Source: an optimization exercise on an open RTL-to-GDS flow (aim: small area). Production flows keep margins and buffers that such runs may drop.
Function was checked by simulation only, so behaviour that the tests miss may differ from the original.
Power figures rest on the tool's default switching activity, not on a simulated workload.

==> inputs of job 8991 <==
==> flow/design.v <==
`default_nettype none
`timescale 1ns/1ps
package fetch_pkg;
    localparam int ADDR_W      = 32;
    localparam int OFFSET_W    = 2;
    localparam int SET_W       = 3;
    localparam int SETS        = 8;
    localparam int WAYS        = 2;
    localparam int TAG_W       = ADDR_W - SET_W - OFFSET_W;
    localparam int INSTR_BYTES = 4;
    localparam int CTR_W = 2;
    localparam logic [CTR_W-1:0] CTR_RESET         = 2'b01;
    localparam logic [CTR_W-1:0] CTR_NEW_TAKEN     = 2'b10;
    localparam logic [CTR_W-1:0] CTR_NEW_NOT_TAKEN = 2'b01;
    typedef struct packed {
        logic [TAG_W-1:0]    tag;
        logic [SET_W-1:0]    set;
        logic [OFFSET_W-1:0] offset;
    } btb_addr_fields_t;
    typedef union packed {
        logic [ADDR_W-1:0] raw;
        btb_addr_fields_t  f;
    } btb_addr_u;
endpackage
`default_nettype wire
`timescale 1ns/1ps
`default_nettype none
module btb_dec3 (
    input  logic [2:0] a,
    output logic [7:0] y
);
    always_comb begin
        for (int i = 0; i < 8; i++) y[i] = (a == 3'(i));
    end
endmodule
module btb_rd8 #(
    parameter int W = 1
) (
    input  logic [7:0]     sel,
    input  logic [8*W-1:0] d,
    output logic [W-1:0]   q
);
    for (genvar b = 0; b < W; b++) begin : g_bit
        logic n0, n1;
        btb_aoi222 u_a (.a0(sel[0]), .b0(d[0*W+b]), .a1(sel[1]), .b1(d[1*W+b]),
                        .a2(sel[2]), .b2(d[2*W+b]), .y(n0));
        btb_aoi222 u_b (.a0(sel[3]), .b0(d[3*W+b]), .a1(sel[4]), .b1(d[4*W+b]),
                        .a2(sel[5]), .b2(d[5*W+b]), .y(n1));
        btb_rd_tail u_t (.n0(n0), .n1(n1), .a0(sel[6]), .b0(d[6*W+b]),
                         .a1(sel[7]), .b1(d[7*W+b]), .y(q[b]));
    end
endmodule
module btb_aoi222 (
    input  logic a0, b0, a1, b1, a2, b2,
    output logic y
);
    assign y = !((a0 && b0) || (a1 && b1) || (a2 && b2));
endmodule
module btb_rd_tail (
    input  logic n0, n1, a0, b0, a1, b1,
    output logic y
);
    assign y = !(n0 && n1 && !(a0 && b0) && !(a1 && b1));
endmodule
module btb_nand2 (
    input  logic a, b,
    output logic y
);
    assign y = !(a && b);
endmodule
`default_nettype wire
`timescale 1ns/1ps
`default_nettype none
module btb_cmp (
    input  logic                         valid,
    input  logic [fetch_pkg::TAG_W-1:0]  tag,
    input  logic [fetch_pkg::TAG_W-1:0]  addr_tag,
    output logic                         hit
);
    assign hit = valid && (tag == addr_tag);
endmodule
module btb_inc (
    input  logic [fetch_pkg::ADDR_W-1:0] pc,
    output logic [fetch_pkg::ADDR_W-1:0] seq
);
    logic [fetch_pkg::ADDR_W:3] c;
    assign seq[1:0] = pc[1:0];
    assign seq[2]   = !pc[2];
    assign c[3]     = pc[2];
    for (genvar i = 3; i < fetch_pkg::ADDR_W; i++) begin : g_bit
        if (i % 2 == 1) begin : g_p
            btb_inc_p u_st (.a(pc[i]), .c(c[i]), .s(seq[i]), .c_n(c[i+1]));
        end else begin : g_n
            btb_inc_n u_st (.a(pc[i]), .c_n(c[i]), .s(seq[i]), .c(c[i+1]));
        end
    end
endmodule
module btb_inc_p (
    input  logic a, c,
    output logic s, c_n
);
    btb_xor2  u_s (.a(a), .b(c), .y(s));
    btb_nand2 u_c (.a(a), .b(c), .y(c_n));
endmodule
module btb_inc_n (
    input  logic a, c_n,
    output logic s, c
);
    logic a_n;
    btb_xnor2 u_s (.a(a), .b(c_n), .y(s));
    btb_inv   u_i (.a(a), .y(a_n));
    btb_nor2  u_c (.a(c_n), .b(a_n), .y(c));
endmodule
module btb_xor2 (
    input  logic a, b,
    output logic y
);
    assign y = a ^ b;
endmodule
module btb_xnor2 (
    input  logic a, b,
    output logic y
);
    assign y = !(a ^ b);
endmodule
module btb_nor2 (
    input  logic a, b,
    output logic y
);
    assign y = !(a || b);
endmodule
module btb_inv (
    input  logic a,
    output logic y
);
    assign y = !a;
endmodule
module btb_ao222 (
    input  logic a0, b0, a1, b1, a2, b2,
    output logic y
);
    assign y = (a0 && b0) || (a1 && b1) || (a2 && b2);
endmodule
`default_nettype wire
`timescale 1ns/1ps
`default_nettype none
module btb_update (
    input  logic       hit0,
    input  logic       hit1,
    input  logic [1:0] st,         
    input  logic [1:0] ctr0,
    input  logic [1:0] ctr1,
    input  logic       taken,
    output logic       way,        
    output logic [1:0] new_ctr
);
    logic [1:0] ctr;
    assign way    = hit0 ? 1'b0 : (hit1 ? 1'b1 : st[0]);
    assign ctr    = hit0 ? ctr0 : ctr1;
    always_comb begin
        if (hit0 || hit1) begin
            new_ctr = ctr;
            if (taken && ctr != 2'b11)
                new_ctr = ctr + 2'b01;
            else if (!taken && ctr != 2'b00)
                new_ctr = ctr - 2'b01;
        end else begin
            new_ctr = taken ? fetch_pkg::CTR_NEW_TAKEN
                            : fetch_pkg::CTR_NEW_NOT_TAKEN;
        end
    end
endmodule
`default_nettype wire
`timescale 1ns/1ps
`default_nettype none
module fetch_unit (
    input  logic                         clk,
    input  logic                         rst,
    input  logic                         pc_en,
    input  logic                         modify_pc_ex,
    input  logic [fetch_pkg::ADDR_W-1:0] update_pc_ex,
    input  logic                         update_btb_ex,
    input  logic [fetch_pkg::ADDR_W-1:0] pc_ex,
    input  logic [fetch_pkg::ADDR_W-1:0] jump_addr_ex,
    input  logic                         ex_branch_taken,
    output logic [fetch_pkg::ADDR_W-1:0] pc_if,
    output logic                         predicted_taken_if,
    output logic [fetch_pkg::ADDR_W-1:0] predicted_target_if
);
    localparam int SETS  = fetch_pkg::SETS;
    localparam int TAG_W = fetch_pkg::TAG_W;
    localparam int AW    = fetch_pkg::ADDR_W;
    logic [1:0]       st_q   [SETS];
    logic [TAG_W-1:0] tag0_q [SETS];
    logic [TAG_W-1:0] tag1_q [SETS];
    logic [AW-1:0]    tgt0_q [SETS];
    logic [AW-1:0]    tgt1_q [SETS];
    logic [1:0]       ctr0_q [SETS];
    logic [1:0]       ctr1_q [SETS];
    logic [AW-1:0]    pc_q;
    logic [SETS*TAG_W-1:0] tag0_rows, tag1_rows;
    logic [SETS*AW-1:0]    tgt0_rows, tgt1_rows;
    logic [SETS*4-1:0]     f_rows;    
    logic [SETS*6-1:0]     u_rows;    
    always_comb begin
        for (int s = 0; s < SETS; s++) begin
            tag0_rows[s*TAG_W +: TAG_W] = tag0_q[s];
            tag1_rows[s*TAG_W +: TAG_W] = tag1_q[s];
            tgt0_rows[s*AW +: AW]       = tgt0_q[s];
            tgt1_rows[s*AW +: AW]       = tgt1_q[s];
            f_rows[s*4 +: 4]            = {st_q[s], ctr1_q[s][1], ctr0_q[s][1]};
            u_rows[s*6 +: 6]            = {st_q[s], ctr1_q[s], ctr0_q[s]};
        end
    end
    logic [SETS-1:0]  f_dec;
    logic [TAG_W-1:0] f_tag0, f_tag1;
    logic [AW-1:0]    f_tgt0, f_tgt1;
    logic [1:0]       f_st;
    logic             f_c0, f_c1;
    logic             f_hit0, f_hit1, f_tk0, f_tk1;
    logic [AW-1:0]    seq_pc;
    logic [AW-1:0]    pred_tgt;
    btb_dec3 u_fdec (.a(pc_q[4:2]), .y(f_dec));
    btb_rd8 #(.W(TAG_W)) u_ftag0 (.sel(f_dec), .d(tag0_rows), .q(f_tag0));
    btb_rd8 #(.W(TAG_W)) u_ftag1 (.sel(f_dec), .d(tag1_rows), .q(f_tag1));
    btb_rd8 #(.W(AW))    u_ftgt0 (.sel(f_dec), .d(tgt0_rows), .q(f_tgt0));
    btb_rd8 #(.W(AW))    u_ftgt1 (.sel(f_dec), .d(tgt1_rows), .q(f_tgt1));
    btb_rd8 #(.W(4))     u_fst   (.sel(f_dec), .d(f_rows),    .q({f_st, f_c1, f_c0}));
    btb_cmp u_fcmp0 (.valid(f_st[1] | f_st[0]), .tag(f_tag0), .addr_tag(pc_q[31:5]), .hit(f_hit0));
    btb_cmp u_fcmp1 (.valid(f_st[1]),           .tag(f_tag1), .addr_tag(pc_q[31:5]), .hit(f_hit1));
    btb_inc u_inc (.pc(pc_q), .seq(seq_pc));
    logic          f_seq;
    logic          pc_upd, pc_pred, pc_hold;
    logic [AW-1:0] pc_d;
    assign f_tk0 = f_hit0 && f_c0;
    assign f_tk1 = f_hit1 && f_c1;
    assign f_seq = !(f_tk0 || f_tk1);
    assign pc_upd  = pc_en && modify_pc_ex;
    assign pc_pred = pc_en && !modify_pc_ex;
    assign pc_hold = !pc_en;
    for (genvar b = 0; b < AW; b++) begin : g_pc
        btb_ao222 u_pred (.a0(f_tk0), .b0(f_tgt0[b]), .a1(f_tk1), .b1(f_tgt1[b]),
                          .a2(f_seq), .b2(seq_pc[b]), .y(pred_tgt[b]));
        btb_ao222 u_next (.a0(pc_upd), .b0(update_pc_ex[b]), .a1(pc_pred), .b1(pred_tgt[b]),
                          .a2(pc_hold), .b2(pc_q[b]), .y(pc_d[b]));
    end
    assign pc_if               = pc_q;
    assign predicted_taken_if  = !f_seq;
    assign predicted_target_if = pred_tgt;
    always_ff @(posedge clk or posedge rst) begin
        if (rst) pc_q <= '0;
        else     pc_q <= pc_d;
    end
    logic [SETS-1:0]  u_dec;
    logic [TAG_W-1:0] u_tag0, u_tag1;
    logic [1:0]       u_st, u_c0, u_c1, new_ctr;
    logic [SETS-1:0]  we0, we1;
    logic             u_hit0, u_hit1, u_way;
    btb_dec3 u_udec (.a(pc_ex[4:2]), .y(u_dec));
    btb_rd8 #(.W(TAG_W)) u_utag0 (.sel(u_dec), .d(tag0_rows), .q(u_tag0));
    btb_rd8 #(.W(TAG_W)) u_utag1 (.sel(u_dec), .d(tag1_rows), .q(u_tag1));
    btb_rd8 #(.W(6))     u_ust   (.sel(u_dec), .d(u_rows),    .q({u_st, u_c1, u_c0}));
    btb_cmp u_ucmp0 (.valid(u_st[1] | u_st[0]), .tag(u_tag0), .addr_tag(pc_ex[31:5]), .hit(u_hit0));
    btb_cmp u_ucmp1 (.valid(u_st[1]),           .tag(u_tag1), .addr_tag(pc_ex[31:5]), .hit(u_hit1));
    btb_update u_upd (
        .hit0(u_hit0), .hit1(u_hit1), .st(u_st), .ctr0(u_c0), .ctr1(u_c1),
        .taken(ex_branch_taken), .way(u_way), .new_ctr(new_ctr)
    );
    always_comb begin
        for (int s = 0; s < SETS; s++) begin
            we0[s] = update_btb_ex && u_dec[s] && !u_way;
            we1[s] = update_btb_ex && u_dec[s] && u_way;
        end
    end
    always_ff @(posedge clk or posedge rst) begin
        if (rst) begin
            for (int s = 0; s < SETS; s++) st_q[s] <= '0;
        end else begin
            for (int s = 0; s < SETS; s++)
                st_q[s] <= {st_q[s][1] || we1[s], we0[s] || (st_q[s][0] && !we1[s])};
        end
    end
    always_ff @(posedge clk) begin
        for (int s = 0; s < SETS; s++) begin
            if (we0[s]) begin
                tag0_q[s] <= pc_ex[31:5];
                tgt0_q[s] <= jump_addr_ex;
                ctr0_q[s] <= new_ctr;
            end
            if (we1[s]) begin
                tag1_q[s] <= pc_ex[31:5];
                tgt1_q[s] <= jump_addr_ex;
                ctr1_q[s] <= new_ctr;
            end
        end
    end
endmodule
`default_nettype wire
==> flow/flow/run.sh <==
#!/bin/bash
# Standard ORFS layout (standard.sh, synthesis included) with two changes:
# one-drive buffers on the ports, and a clock tree of clkbuf_8 leaf
# clusters without dummy loads.
set -uo pipefail
export BUFFER_PORTS_ARGS="-buffer_cell sky130_fd_sc_hd__buf_1"
export CTS_ARGS="-sink_clustering_enable -repair_clock_nets -dont_use_dummy_load -buf_list sky130_fd_sc_hd__clkbuf_8 -sink_clustering_size 18 -sink_clustering_max_diameter 60"
bash standard.sh finish > flow_make.log 2>&1
==> flow/standard.sh <==
#!/bin/bash
# synth_recipe.tcl (not shown) runs the flow's synth.tcl, then flattens the netlist and writes it again
# the make line also repeats each setting of config.mk as NAME=value (left out here)
make -C /OpenROAD-flow-scripts/flow DESIGN_CONFIG=/design/flow/config.mk WORK_HOME=/design/flow/orfs CLKGATE_MAP_FILE= SYNTH_SCRIPT=/design/flow/synth_recipe.tcl "${@:-finish}"
==> flow/config.mk <==
export PLATFORM = sky130hd
export DESIGN_NAME = fetch_unit
export DESIGN_NICKNAME = fetch_unit
export VERILOG_FILES = /design/flow/design.v
export SDC_FILE = /design/flow/constraint.sdc
export NUM_CORES = 4
export LEC_CHECK = 0
export CAP_MARGIN = 0
export CORE_MARGIN = 2
export CORE_UTILIZATION = 60
export GPL_TIMING_DRIVEN = 0
export SLEW_MARGIN = 0
export SYNTH_HIERARCHICAL = 1
==> flow/constraint.sdc <==
create_clock -name core_clock -period 10.0 [get_ports {clk}]
set_input_delay 2.0000 -clock core_clock [delete_from_list [all_inputs] [get_ports {clk}]]
set_output_delay 2.0000 -clock core_clock [all_outputs]
set_load 0.01 [all_outputs]
==> job 2661: changes against job 8991 <==
--- a/flow/design.v
+++ b/flow/design.v
@@ -41,13 +41,14 @@
     output logic [W-1:0]   q
 );
     for (genvar b = 0; b < W; b++) begin : g_bit
-        logic n0, n1;
+        logic n0, n1, n2, n3;
         btb_aoi222 u_a (.a0(sel[0]), .b0(d[0*W+b]), .a1(sel[1]), .b1(d[1*W+b]),
                         .a2(sel[2]), .b2(d[2*W+b]), .y(n0));
         btb_aoi222 u_b (.a0(sel[3]), .b0(d[3*W+b]), .a1(sel[4]), .b1(d[4*W+b]),
                         .a2(sel[5]), .b2(d[5*W+b]), .y(n1));
-        btb_rd_tail u_t (.n0(n0), .n1(n1), .a0(sel[6]), .b0(d[6*W+b]),
-                         .a1(sel[7]), .b1(d[7*W+b]), .y(q[b]));
+        btb_nand2  u_c (.a(sel[6]), .b(d[6*W+b]), .y(n2));
+        btb_nand2  u_d (.a(sel[7]), .b(d[7*W+b]), .y(n3));
+        assign q[b] = !(n0 && n1 && n2 && n3);
     end
 endmodule
 module btb_aoi222 (
@@ -55,12 +56,6 @@
     output logic y
 );
     assign y = !((a0 && b0) || (a1 && b1) || (a2 && b2));
-endmodule
-module btb_rd_tail (
-    input  logic n0, n1, a0, b0, a1, b1,
-    output logic y
-);
-    assign y = !(n0 && n1 && !(a0 && b0) && !(a1 && b1));
 endmodule
 module btb_nand2 (
     input  logic a, b,
@@ -152,11 +147,13 @@
     input  logic [1:0] ctr1,
     input  logic       taken,
     output logic       way,        
-    output logic [1:0] new_ctr
+    output logic [1:0] new_ctr,
+    output logic [1:0] new_st
 );
     logic [1:0] ctr;
     assign way    = hit0 ? 1'b0 : (hit1 ? 1'b1 : st[0]);
     assign ctr    = hit0 ? ctr0 : ctr1;
+    assign new_st = {st[1] | way, !way};
     always_comb begin
         if (hit0 || hit1) begin
             new_ctr = ctr;
@@ -253,8 +250,7 @@
     end
     logic [SETS-1:0]  u_dec;
     logic [TAG_W-1:0] u_tag0, u_tag1;
-    logic [1:0]       u_st, u_c0, u_c1, new_ctr;
-    logic [SETS-1:0]  we0, we1;
+    logic [1:0]       u_st, u_c0, u_c1, new_ctr, new_st;
     logic             u_hit0, u_hit1, u_way;
     btb_dec3 u_udec (.a(pc_ex[4:2]), .y(u_dec));
     btb_rd8 #(.W(TAG_W)) u_utag0 (.sel(u_dec), .d(tag0_rows), .q(u_tag0));
@@ -264,30 +260,24 @@
     btb_cmp u_ucmp1 (.valid(u_st[1]),           .tag(u_tag1), .addr_tag(pc_ex[31:5]), .hit(u_hit1));
     btb_update u_upd (
         .hit0(u_hit0), .hit1(u_hit1), .st(u_st), .ctr0(u_c0), .ctr1(u_c1),
-        .taken(ex_branch_taken), .way(u_way), .new_ctr(new_ctr)
+        .taken(ex_branch_taken), .way(u_way), .new_ctr(new_ctr), .new_st(new_st)
     );
-    always_comb begin
-        for (int s = 0; s < SETS; s++) begin
-            we0[s] = update_btb_ex && u_dec[s] && !u_way;
-            we1[s] = update_btb_ex && u_dec[s] && u_way;
-        end
-    end
     always_ff @(posedge clk or posedge rst) begin
         if (rst) begin
             for (int s = 0; s < SETS; s++) st_q[s] <= '0;
         end else begin
             for (int s = 0; s < SETS; s++)
-                st_q[s] <= {st_q[s][1] || we1[s], we0[s] || (st_q[s][0] && !we1[s])};
+                if (update_btb_ex && u_dec[s]) st_q[s] <= new_st;
         end
     end
     always_ff @(posedge clk) begin
         for (int s = 0; s < SETS; s++) begin
-            if (we0[s]) begin
+            if (update_btb_ex && u_dec[s] && !u_way) begin
                 tag0_q[s] <= pc_ex[31:5];
                 tgt0_q[s] <= jump_addr_ex;
                 ctr0_q[s] <= new_ctr;
             end
-            if (we1[s]) begin
+            if (update_btb_ex && u_dec[s] && u_way) begin
                 tag1_q[s] <= pc_ex[31:5];
                 tgt1_q[s] <= jump_addr_ex;
                 ctr1_q[s] <= new_ctr;
==> flow/flow/run.sh (replaced) <==
#!/bin/bash
# Standard ORFS layout (standard.sh, synthesis included) with two changes:
# one-drive buffers on the ports, and a clock tree of clkbuf_8 leaf
# clusters without dummy loads.
set -uo pipefail
export BUFFER_PORTS_ARGS="-buffer_cell sky130_fd_sc_hd__buf_1"
export CTS_ARGS="-sink_clustering_enable -repair_clock_nets -dont_use_dummy_load -buf_list sky130_fd_sc_hd__clkbuf_8 -sink_clustering_size 16 -sink_clustering_max_diameter 60"
bash standard.sh finish > flow_make.log 2>&1
Settings changed: GPL_TIMING_DRIVEN 0 to unset.
==> job 6261: changes against job 8991 <==
--- a/flow/design.v
+++ b/flow/design.v
@@ -41,13 +41,14 @@
     output logic [W-1:0]   q
 );
     for (genvar b = 0; b < W; b++) begin : g_bit
-        logic n0, n1;
+        logic n0, n1, n2, n3;
         btb_aoi222 u_a (.a0(sel[0]), .b0(d[0*W+b]), .a1(sel[1]), .b1(d[1*W+b]),
                         .a2(sel[2]), .b2(d[2*W+b]), .y(n0));
         btb_aoi222 u_b (.a0(sel[3]), .b0(d[3*W+b]), .a1(sel[4]), .b1(d[4*W+b]),
                         .a2(sel[5]), .b2(d[5*W+b]), .y(n1));
-        btb_rd_tail u_t (.n0(n0), .n1(n1), .a0(sel[6]), .b0(d[6*W+b]),
-                         .a1(sel[7]), .b1(d[7*W+b]), .y(q[b]));
+        btb_nand2  u_c (.a(sel[6]), .b(d[6*W+b]), .y(n2));
+        btb_nand2  u_d (.a(sel[7]), .b(d[7*W+b]), .y(n3));
+        assign q[b] = !(n0 && n1 && n2 && n3);
     end
 endmodule
 module btb_aoi222 (
@@ -55,12 +56,6 @@
     output logic y
 );
     assign y = !((a0 && b0) || (a1 && b1) || (a2 && b2));
-endmodule
-module btb_rd_tail (
-    input  logic n0, n1, a0, b0, a1, b1,
-    output logic y
-);
-    assign y = !(n0 && n1 && !(a0 && b0) && !(a1 && b1));
 endmodule
 module btb_nand2 (
     input  logic a, b,
@@ -87,53 +82,16 @@
     assign seq[1:0] = pc[1:0];
     assign seq[2]   = !pc[2];
     assign c[3]     = pc[2];
-    for (genvar i = 3; i < fetch_pkg::ADDR_W; i++) begin : g_bit
-        if (i % 2 == 1) begin : g_p
-            btb_inc_p u_st (.a(pc[i]), .c(c[i]), .s(seq[i]), .c_n(c[i+1]));
-        end else begin : g_n
-            btb_inc_n u_st (.a(pc[i]), .c_n(c[i]), .s(seq[i]), .c(c[i+1]));
-        end
-    end
-endmodule
-module btb_inc_p (
-    input  logic a, c,
-    output logic s, c_n
-);
-    btb_xor2  u_s (.a(a), .b(c), .y(s));
-    btb_nand2 u_c (.a(a), .b(c), .y(c_n));
-endmodule
-module btb_inc_n (
-    input  logic a, c_n,
+    for (genvar i = 3; i < fetch_pkg::ADDR_W; i++) begin : g_ha
+        btb_ha u_ha (.a(pc[i]), .b(c[i]), .s(seq[i]), .c(c[i+1]));
+    end
+endmodule
+module btb_ha (
+    input  logic a, b,
     output logic s, c
 );
-    logic a_n;
-    btb_xnor2 u_s (.a(a), .b(c_n), .y(s));
-    btb_inv   u_i (.a(a), .y(a_n));
-    btb_nor2  u_c (.a(c_n), .b(a_n), .y(c));
-endmodule
-module btb_xor2 (
-    input  logic a, b,
-    output logic y
-);
-    assign y = a ^ b;
-endmodule
-module btb_xnor2 (
-    input  logic a, b,
-    output logic y
-);
-    assign y = !(a ^ b);
-endmodule
-module btb_nor2 (
-    input  logic a, b,
-    output logic y
-);
-    assign y = !(a || b);
-endmodule
-module btb_inv (
-    input  logic a,
-    output logic y
-);
-    assign y = !a;
+    assign s = a ^ b;
+    assign c = a & b;
 endmodule
 module btb_ao222 (
     input  logic a0, b0, a1, b1, a2, b2,
@@ -152,11 +110,13 @@
     input  logic [1:0] ctr1,
     input  logic       taken,
     output logic       way,        
-    output logic [1:0] new_ctr
+    output logic [1:0] new_ctr,
+    output logic [1:0] new_st
 );
     logic [1:0] ctr;
     assign way    = hit0 ? 1'b0 : (hit1 ? 1'b1 : st[0]);
     assign ctr    = hit0 ? ctr0 : ctr1;
+    assign new_st = {st[1] | way, !way};
     always_comb begin
         if (hit0 || hit1) begin
             new_ctr = ctr;
@@ -253,8 +213,7 @@
     end
     logic [SETS-1:0]  u_dec;
     logic [TAG_W-1:0] u_tag0, u_tag1;
-    logic [1:0]       u_st, u_c0, u_c1, new_ctr;
-    logic [SETS-1:0]  we0, we1;
+    logic [1:0]       u_st, u_c0, u_c1, new_ctr, new_st;
     logic             u_hit0, u_hit1, u_way;
     btb_dec3 u_udec (.a(pc_ex[4:2]), .y(u_dec));
     btb_rd8 #(.W(TAG_W)) u_utag0 (.sel(u_dec), .d(tag0_rows), .q(u_tag0));
@@ -264,30 +223,24 @@
     btb_cmp u_ucmp1 (.valid(u_st[1]),           .tag(u_tag1), .addr_tag(pc_ex[31:5]), .hit(u_hit1));
     btb_update u_upd (
         .hit0(u_hit0), .hit1(u_hit1), .st(u_st), .ctr0(u_c0), .ctr1(u_c1),
-        .taken(ex_branch_taken), .way(u_way), .new_ctr(new_ctr)
+        .taken(ex_branch_taken), .way(u_way), .new_ctr(new_ctr), .new_st(new_st)
     );
-    always_comb begin
-        for (int s = 0; s < SETS; s++) begin
-            we0[s] = update_btb_ex && u_dec[s] && !u_way;
-            we1[s] = update_btb_ex && u_dec[s] && u_way;
-        end
-    end
     always_ff @(posedge clk or posedge rst) begin
         if (rst) begin
             for (int s = 0; s < SETS; s++) st_q[s] <= '0;
         end else begin
             for (int s = 0; s < SETS; s++)
-                st_q[s] <= {st_q[s][1] || we1[s], we0[s] || (st_q[s][0] && !we1[s])};
+                if (update_btb_ex && u_dec[s]) st_q[s] <= new_st;
         end
     end
     always_ff @(posedge clk) begin
         for (int s = 0; s < SETS; s++) begin
-            if (we0[s]) begin
+            if (update_btb_ex && u_dec[s] && !u_way) begin
                 tag0_q[s] <= pc_ex[31:5];
                 tgt0_q[s] <= jump_addr_ex;
                 ctr0_q[s] <= new_ctr;
             end
-            if (we1[s]) begin
+            if (update_btb_ex && u_dec[s] && u_way) begin
                 tag1_q[s] <= pc_ex[31:5];
                 tgt1_q[s] <= jump_addr_ex;
                 ctr1_q[s] <= new_ctr;
==> flow/run.sh (new file) <==
#!/bin/bash
# synth_recipe.tcl (not shown) runs the flow's synth.tcl, then flattens the netlist and writes it again
# the make line also repeats each setting of config.mk as NAME=value (left out here)
make -C /OpenROAD-flow-scripts/flow DESIGN_CONFIG=/design/flow/config.mk WORK_HOME=/design/flow/orfs CLKGATE_MAP_FILE= SYNTH_SCRIPT=/design/flow/synth_recipe.tcl finish
Settings changed: GPL_TIMING_DRIVEN 0 to unset.
removed: flow/flow/run.sh
removed: flow/standard.sh
==> run notes <==
Clock power, lowest first: job 8991, job 2661, job 6261.
Between job 2661 and job 8991, the lower power is in job 8991 (gap 1.0%, measured against job 8991).
Sequential share of layout area: job 6261 is lower than job 8991 (3.3 points).
The lowest first-iteration DRC count belongs to job 8991, the highest to job 2661.

==> static timing again, ports no longer ideal <==
The flow's constraints put no driver on any port. The routed layouts listed below were extracted and timed again, unchanged, in two steps.
Step 1 assumes that a clkbuf_16 drives the clock port and a buf_2 every other input.
Step 2, shift: input delay + t, output delay - t, t = (earliest + latest rising clock arrival at the registers) / 2. This alone moves slack from input paths to output paths.
a / b / c = ideal ports / drivers / drivers and shift; a / b = the first two.
| run | shift t [ns] | slack for setup (ns) | clock arrival spread, ns |
|---|---|---|---|
| job 8991 | 0.736 | 0.352 / 0.289 / 1.026 | 0.064 / 0.063 |
| job 2661 | 0.768 | 0.760 / 0.694 / 1.462 | 0.077 / 0.077 |
| job 6261 | 0.721 | 0.227 / 0.163 / 0.884 | 0.028 / 0.028 |
After both steps setup and hold are still met in every run listed.
